Background: an optimization exercise with open tools, aiming at small area. Do not read the settings as production practice.
Only simulation tests tie the RTL to the original design; equivalence was not proved.

`design/flow/constraint.sdc`:
```
create_clock -name core_clock -period 13.0 [get_ports {clk}]
set_input_delay 2.6000 -clock core_clock [delete_from_list [all_inputs] [get_ports {clk}]]
set_output_delay 2.6000 -clock core_clock [all_outputs]
set_load 0.01 [all_outputs]
```
`design/flow/design.v`:
```
`default_nettype none
package dsp_pkg;
    typedef logic [15:0] sample_t;
    typedef logic [15:0] coeff_t;
    typedef logic [7:0]  mag_t;
    typedef struct packed {
        sample_t data;
        logic    valid;
    } sample_beat_t;
    localparam int FIR_TAPS = 16;
    function automatic coeff_t fir_coeff(input int i);
        if (i < FIR_TAPS / 2) begin
            fir_coeff = 16'((i + 1) * 256);
        end else begin
            fir_coeff = 16'((FIR_TAPS - i) * 256);
        end
    endfunction
    localparam int BLOCK_LEN = 64;
    typedef enum logic {
        BLK_COLLECT,
        BLK_DRAIN
    } blk_state_t;
    typedef enum logic [1:0] {
        TX_IDLE,
        TX_START,
        TX_DATA,
        TX_STOP
    } tx_state_t;
    localparam logic [6:0] SEG_BLANK = 7'b1111111;
    function automatic logic [6:0] hex_to_seg(input logic [3:0] nibble);
        case (nibble)
            4'h0: hex_to_seg = 7'b1000000;
            4'h1: hex_to_seg = 7'b1111001;
            4'h2: hex_to_seg = 7'b0100100;
            4'h3: hex_to_seg = 7'b0110000;
            4'h4: hex_to_seg = 7'b0011001;
            4'h5: hex_to_seg = 7'b0010010;
            4'h6: hex_to_seg = 7'b0000010;
            4'h7: hex_to_seg = 7'b1111000;
            4'h8: hex_to_seg = 7'b0000000;
            4'h9: hex_to_seg = 7'b0010000;
            4'hA: hex_to_seg = 7'b0001000;
            4'hB: hex_to_seg = 7'b0000011;
            4'hC: hex_to_seg = 7'b1000110;
            4'hD: hex_to_seg = 7'b0100001;
            4'hE: hex_to_seg = 7'b0000110;
            default: hex_to_seg = 7'b0001110;
        endcase
    endfunction
endpackage
`default_nettype wire
`default_nettype none
module fir_filter (
    input  logic                  clk,
    input  logic                  reset_n,
    input  dsp_pkg::sample_beat_t sample_in,
    output dsp_pkg::sample_beat_t filt
);
    dsp_pkg::sample_t     delay_line [0:dsp_pkg::FIR_TAPS-2];
    dsp_pkg::sample_t     taps       [0:dsp_pkg::FIR_TAPS-1];
    logic [35:0] acc;
    always_comb begin
        taps[0] = sample_in.data;
        for (int i = 1; i < dsp_pkg::FIR_TAPS; i++) begin
            taps[i] = delay_line[i-1];
        end
    end
    always_comb begin
        acc = '0;
        for (int i = 0; i < dsp_pkg::FIR_TAPS; i++) begin
            acc = acc + 36'(taps[i]) * 36'(dsp_pkg::fir_coeff(i));
        end
    end
    always_ff @(posedge clk or negedge reset_n) begin
        if (!reset_n) begin
            for (int i = 0; i < dsp_pkg::FIR_TAPS - 1; i++) begin
                delay_line[i] <= '0;
            end
            filt <= '0;
        end else begin
            filt.valid <= sample_in.valid;
            if (sample_in.valid) begin
                for (int i = 0; i < dsp_pkg::FIR_TAPS - 1; i++) begin
                    delay_line[i] <= taps[i];
                end
                filt.data <= acc[31:16];
            end
        end
    end
endmodule
`default_nettype wire
`default_nettype none
module block_magnitude (
    input  logic                  clk,
    input  logic                  reset_n,
    input  dsp_pkg::sample_beat_t filt,
    input  logic                  tx_ready,
    output dsp_pkg::mag_t         mag,
    output logic                  mag_strobe
);
    localparam int IDX_W = $clog2(dsp_pkg::BLOCK_LEN);
    dsp_pkg::sample_t          buffer [0:dsp_pkg::BLOCK_LEN-1];
    logic [IDX_W-1:0] idx;
    dsp_pkg::blk_state_t       state;
    dsp_pkg::sample_t          x;
    logic [32:0]      power;
    logic             last_idx;
    assign x        = buffer[idx];
    assign power    = 33'(x) * 33'(x) + 33'(x >> 1) * 33'(x >> 1);
    assign last_idx = (idx == IDX_W'(dsp_pkg::BLOCK_LEN - 1));
    always_ff @(posedge clk or negedge reset_n) begin
        if (!reset_n) begin
            for (int i = 0; i < dsp_pkg::BLOCK_LEN; i++) begin
                buffer[i] <= '0;
            end
            idx        <= '0;
            state      <= dsp_pkg::BLK_COLLECT;
            mag        <= '0;
            mag_strobe <= 1'b0;
        end else begin
            mag_strobe <= 1'b0;
            case (state)
                dsp_pkg::BLK_COLLECT: begin
                    if (filt.valid) begin
                        buffer[idx] <= filt.data;
                        idx         <= idx + 1'b1;
                        if (last_idx) begin
                            state <= dsp_pkg::BLK_DRAIN;
                        end
                    end
                end
                dsp_pkg::BLK_DRAIN: begin
                    if (tx_ready && !mag_strobe) begin
                        mag        <= power[32:25];
                        mag_strobe <= 1'b1;
                        idx        <= idx + 1'b1;
                        if (last_idx) begin
                            state <= dsp_pkg::BLK_COLLECT;
                        end
                    end
                end
                default: state <= dsp_pkg::BLK_COLLECT;
            endcase
        end
    end
endmodule
`default_nettype wire
`default_nettype none
module uart_tx #(
    parameter int CLKS_PER_BIT = 4
) (
    input  logic          clk,
    input  logic          reset_n,
    input  dsp_pkg::mag_t mag,
    input  logic          mag_strobe,
    output logic          tx,
    output logic          tx_ready
);
    localparam int CNT_W = $clog2(CLKS_PER_BIT + 1);
    dsp_pkg::tx_state_t        state;
    logic [CNT_W-1:0] clk_cnt;
    logic [2:0]       bit_idx;
    dsp_pkg::mag_t             shift;
    logic             bit_done;
    assign bit_done = (clk_cnt == CNT_W'(CLKS_PER_BIT - 1));
    always_ff @(posedge clk or negedge reset_n) begin
        if (!reset_n) begin
            state    <= dsp_pkg::TX_IDLE;
            clk_cnt  <= '0;
            bit_idx  <= '0;
            tx       <= 1'b1;
            tx_ready <= 1'b1;
        end else begin
            if (state != dsp_pkg::TX_IDLE) begin
                clk_cnt <= bit_done ? '0 : clk_cnt + 1'b1;
            end
            case (state)
                dsp_pkg::TX_IDLE: begin
                    if (mag_strobe) begin
                        state    <= dsp_pkg::TX_START;
                        tx       <= 1'b0;
                        tx_ready <= 1'b0;
                        clk_cnt  <= '0;
                    end
                end
                dsp_pkg::TX_START: begin
                    if (bit_done) begin
                        state   <= dsp_pkg::TX_DATA;
                        tx      <= shift[0];
                        bit_idx <= '0;
                    end
                end
                dsp_pkg::TX_DATA: begin
                    if (bit_done) begin
                        if (bit_idx == 3'd7) begin
                            state <= dsp_pkg::TX_STOP;
                            tx    <= 1'b1;
                        end else begin
                            tx      <= shift[0];
                            bit_idx <= bit_idx + 1'b1;
                        end
                    end
                end
                default: begin
                    if (bit_done) begin
                        state    <= dsp_pkg::TX_IDLE;
                        tx_ready <= 1'b1;
                    end
                end
            endcase
        end
    end
    always_ff @(posedge clk) begin
        if (state == dsp_pkg::TX_IDLE && mag_strobe) begin
            shift <= mag;
        end else if (bit_done && (state == dsp_pkg::TX_START || state == dsp_pkg::TX_DATA)) begin
            shift <= shift >> 1;
        end
    end
endmodule
`default_nettype wire
`default_nettype none
module seg7_scan (
    input  logic          clk,
    input  logic          reset_n,
    input  dsp_pkg::mag_t mag,
    output logic [6:0]    segments,
    output logic [3:0]    digit_sel
);
    logic [1:0] scan;
    logic [3:0] nibble;
    always_comb begin
        case (scan)
            2'd0:    nibble = mag[3:0];
            2'd1:    nibble = mag[7:4];
            default: nibble = 4'h0;
        endcase
    end
    always_ff @(posedge clk or negedge reset_n) begin
        if (!reset_n) begin
            scan      <= '0;
            segments  <= dsp_pkg::SEG_BLANK;
            digit_sel <= 4'b1111;
        end else begin
            scan      <= scan + 1'b1;
            segments  <= dsp_pkg::hex_to_seg(nibble);
            digit_sel <= ~(4'b0001 << scan);
        end
    end
endmodule
`default_nettype wire
`default_nettype none
module dsp_top #(
    parameter int CLKS_PER_BIT = 4
) (
    input  logic                  clk,
    input  logic                  reset_n,
    input  logic [15:0]           sample_data,
    input  logic                  sample_valid,
    output logic                  tx,
    output logic [6:0]            segments,
    output logic [3:0]            digit_sel
);
    dsp_pkg::sample_beat_t sample_in;
    dsp_pkg::sample_beat_t filt;
    dsp_pkg::mag_t         mag;
    logic         mag_strobe;
    logic         tx_ready;
    assign sample_in.data  = sample_data;
    assign sample_in.valid = sample_valid;
    fir_filter u_fir (
        .clk       (clk),
        .reset_n   (reset_n),
        .sample_in (sample_in),
        .filt      (filt)
    );
    block_magnitude u_block (
        .clk        (clk),
        .reset_n    (reset_n),
        .filt       (filt),
        .tx_ready   (tx_ready),
        .mag        (mag),
        .mag_strobe (mag_strobe)
    );
    uart_tx #(
        .CLKS_PER_BIT (CLKS_PER_BIT)
    ) u_uart (
        .clk        (clk),
        .reset_n    (reset_n),
        .mag        (mag),
        .mag_strobe (mag_strobe),
        .tx         (tx),
        .tx_ready   (tx_ready)
    );
    seg7_scan u_seg (
        .clk       (clk),
        .reset_n   (reset_n),
        .mag       (mag),
        .segments  (segments),
        .digit_sel (digit_sel)
    );
endmodule
`default_nettype wire
```
`design/flow/run.sh`:
```
#!/bin/bash
# synth_recipe.tcl (not shown) runs the flow's synth.tcl, then flattens the netlist and writes it again
# the make line also repeats each setting of config.mk as NAME=value (left out here)
make -C /OpenROAD-flow-scripts/flow DESIGN_CONFIG=/design/flow/config.mk WORK_HOME=/design/flow/orfs CLKGATE_MAP_FILE= SYNTH_SCRIPT=/design/flow/synth_recipe.tcl finish
```
`design/flow/config.mk`:
```
export PLATFORM = sky130hd
export DESIGN_NAME = dsp_top
export DESIGN_NICKNAME = dsp_top
export VERILOG_FILES = /design/flow/design.v
export SDC_FILE = /design/flow/constraint.sdc
export NUM_CORES = 4
export LEC_CHECK = 0
export CAP_MARGIN = 20
export CORE_MARGIN = 2
export CORE_UTILIZATION = 40
export SLEW_MARGIN = 20
```
==> reports/results.tsv <==
metric	value	unit
status	no timing/DRC/antenna violations	
1st-pass router iterations	8	
met2 global-route usage	0.408	
Post-DP Area	83600	um2
clock latency on the worst-skew pair	840	ps
RePlAce Congestion	0.990	
Warnings, synthesis	7	
Worst path most repeated cell	fa_1	
CTS Sinks	1328	
Die Y	447	um
GR Overflow Total	0	
# IOs	31	
via count	56100	
Placeable Area	195000	um2
Post-DRT Antenna Nets	0	
critical path required time	13650	ps
Post-Synthesis Cells	6651	
EDFF count, synth	8	
number of remaining DRC errors	0	
M3 GR Usage	0.0829	
vias in the first global route	56400	
RSZ-0062 raised after global routing	no	
crit path kind	reg2reg	
commonest cells after routing, fill and taps aside	1291 x dfrtp_1, 1194 x mux2_2, 625 x inv_1	
Largest stage delay, worst path	640	ps
critical path peak fanout	29	
Design Area, Final	88500	um2
register area share after synthesis	0.423	
Via density	5.88	
Total Routing Usage GR	0.274	
Clock Skew	50.3	ps
Final Setup Violations	0	
top_reg_cell synth	dfrtp_1	
Final Hold Vio Count	0	
CTS Hold Buffers Added	0	
PostCTS Resize Cnt	0	
Async S/R FF share, synth	0.994	
Clock Pin Slew Worst Setup and Hold Paths	60	ps
Cell variety after synth	87	
Initial Util	0.403	
Setup Buffers After CTS	0	
synthesized cell area	78600	um2
IO buf count	30	
clk root buf	clkbuf_16	
hpwl dp	187000	um
CTS Buffer Depth	3	
Row Count	162	
relative slew slack	0.117	
min Tclk post-route	12180	ps
Reg area	33300	um2
fmax	82.1	MHz
crit share post-route	0.937	
met1 GRT Util	0.362	
area of the multi-input gates	42000	um2
Top Usage Layer GRT	met2	
global-route wire length before repair	398000	um
Startpoint Class	flip-flop	
max-capacitance violation count	0	
syn_nets	7518	
WHS	476	ps
synthesis-to-finish area growth	12.6	%
die area	200000	um2
initial DRC count	6450	
H-tree levels	4	
crit end category	flip-flop	
nets@finish	7648	
drt total wl	274000	um
Die W	447	um
CTS tree	yes	
Wirelength per Cell	28.8	um
Least-Margin Pin Slew	1320	ps
fin. max-slew vios	0	
CP Launch Point	u_block.idx[2]	
commonest non-fill, non-tap cell in the layout	dfrtp_1	
CTS Buf Count	147	
crit path DAT	12830	ps
RR Startpoint	u_block.idx[2]	
fillcell total	17800	
Sum Neg Setup Slack	0	ps
CP max stage cell	nor3_1	
hold path startpoint	u_fir.delay_line[6][4]	
largest net degree at the start of global routing	180	
#FFs+latches synth	1328	
initial antenna violation count	11	
share of cells above drive strength 1	0.276	
Avg Inst Size Synth	11.8	um2
worst min path class	reg2reg	
[synth_stat cells, drive strengths merged (12+ instances only)]
cell type | count | area share
a21o | 51 | 0.0049
nor3 | 117 | 0.0074
nand2b | 30 | 0.0024
buf | 42 | 0.0031
or3 | 14 | 0.0011
clkbuf | 298 | 0.014
mux2 | 1194 | 0.17
nand4 | 91 | 0.0073
xor2 | 84 | 0.0094
fa | 458 | 0.12
nand2 | 334 | 0.016
o21bai | 28 | 0.0027
or2 | 54 | 0.0043
a211oi | 15 | 0.0014
and3 | 18 | 0.0014
a21oi | 141 | 0.0090
nor2b | 26 | 0.0021
a22oi | 480 | 0.046
mux2i | 19 | 0.0025
nand3 | 60 | 0.0041
xnor2 | 111 | 0.012
dfrtp | 1307 | 0.42
and2 | 12 | 0.00095
inv | 630 | 0.030
dfstp | 13 | 0.0043
ha | 390 | 0.062
nor4 | 21 | 0.0017
a222oi | 12 | 0.0015
o21ai | 192 | 0.012
nor2 | 245 | 0.012
[metal layers]
layer | wire length (um) | up-vias
met5 | 172 | -
met4 | 16500 | 20
met3 | 28800 | 736
met2 | 119000 | 2796
met1 | 110000 | 29000
li1 | - | 23500
[worst paths after layout]
check / end / slack [ps] / depth (start not counted)
hold reg to reg: u_fir.delay_line[7][4] / 480 / 2
max in group asynchronous: u_block.buffer[53][3] / 8800 / 4
setup reg to reg: u_block.mag[4] / 820 / 41
min in group asynchronous: u_fir.delay_line[4][14] / 1760 / 1
hold / removal: u_fir.delay_line[7][4] / 480 / 2
setup / recovery: u_block.mag[4] / 820 / 41
[through the flow]
step	util	setup WS (ps)	std cells
after floorplan	-	3130	6651
after global routing	0.454	424	9528
after CTS	0.453	1010	9524
after global placement	0.428	930	9253
after detailed placement	0.428	1040	9253
final	0.454	821	9530
[cell families (layout without fill, tap and decap cells)]
logic type      count (synthesis)  after routing  share of synthesized area
other cells                     0              3                          0
flops                        1328           1328                      0.423
mux                          1214           1214                      0.174
xor+xnor                      196            196                     0.0220
fa+ha+maj                     848            848                      0.179
buf+inv                       970           1222                     0.0474
simple gates                 1055           1055                     0.0645
compound gates               1040           1040                     0.0902
[registers in the layout, indices dropped and copies added, names as in the netlist]
name	flops
u_seg.scan	2
u_uart.bit_idx	3
u_block.mag_strobe	1
u_block.idx	6
u_block.state	1
u_fir.delay_line	240
u_seg.segments	7
u_seg.digit_sel	4
u_uart.state	2
u_uart.tx_ready	1
u_block.buffer	1024
u_block.mag	8
u_uart.clk_cnt	3
u_uart.shift	8
u_uart.tx	1
u_fir.filt	17
[critical path: cells and delay by family (launching register included)]
kind	cells	cell delay, ps
AOI/OAI and AO/OA	13	2840
xor gates and xnor gates	2	300
adders and majority gates	8	3530
buffers and inverters	7	1290
DFF	1	560
muxes	1	320
and+or+nand+nor	10	3080
[layout make-up]
class                   instances  share of cell area
well taps                    2624              0.0371
flip-flops and latches       1328               0.376
multi-input cells            4353               0.475
clock inverters                40             0.00567
diodes                          3           0.0000848
clock buffers                 231              0.0499
repair buffers                321              0.0296
inverters                     630              0.0267

what the ideal ports hide:
How much do the figures lean on ideal ports? The routed layout below was timed once more, with nothing changed but the port constraints.
Step 1 assumes that a clkbuf_16 drives the clock port and a buf_2 every other input.
Step 2, shift: input delay + t, output delay - t, t = (earliest + latest rising clock arrival at the registers) / 2. This alone moves slack from input paths to output paths.
Slacks: no drivers / after step 1 / after step 2; pairs: no drivers / after step 1.
t, ns: 0.899
slack for setup (ns): 0.821 / 0.821 / 0.821
worst hold slack (ns): 0.476 / 0.476 / 0.476
pins driven straight from the clock port: 1
After both steps this run still meets setup and hold. The setup slack of this run moves by 0.000 ns with the drivers and by 0.000 ns with both steps.
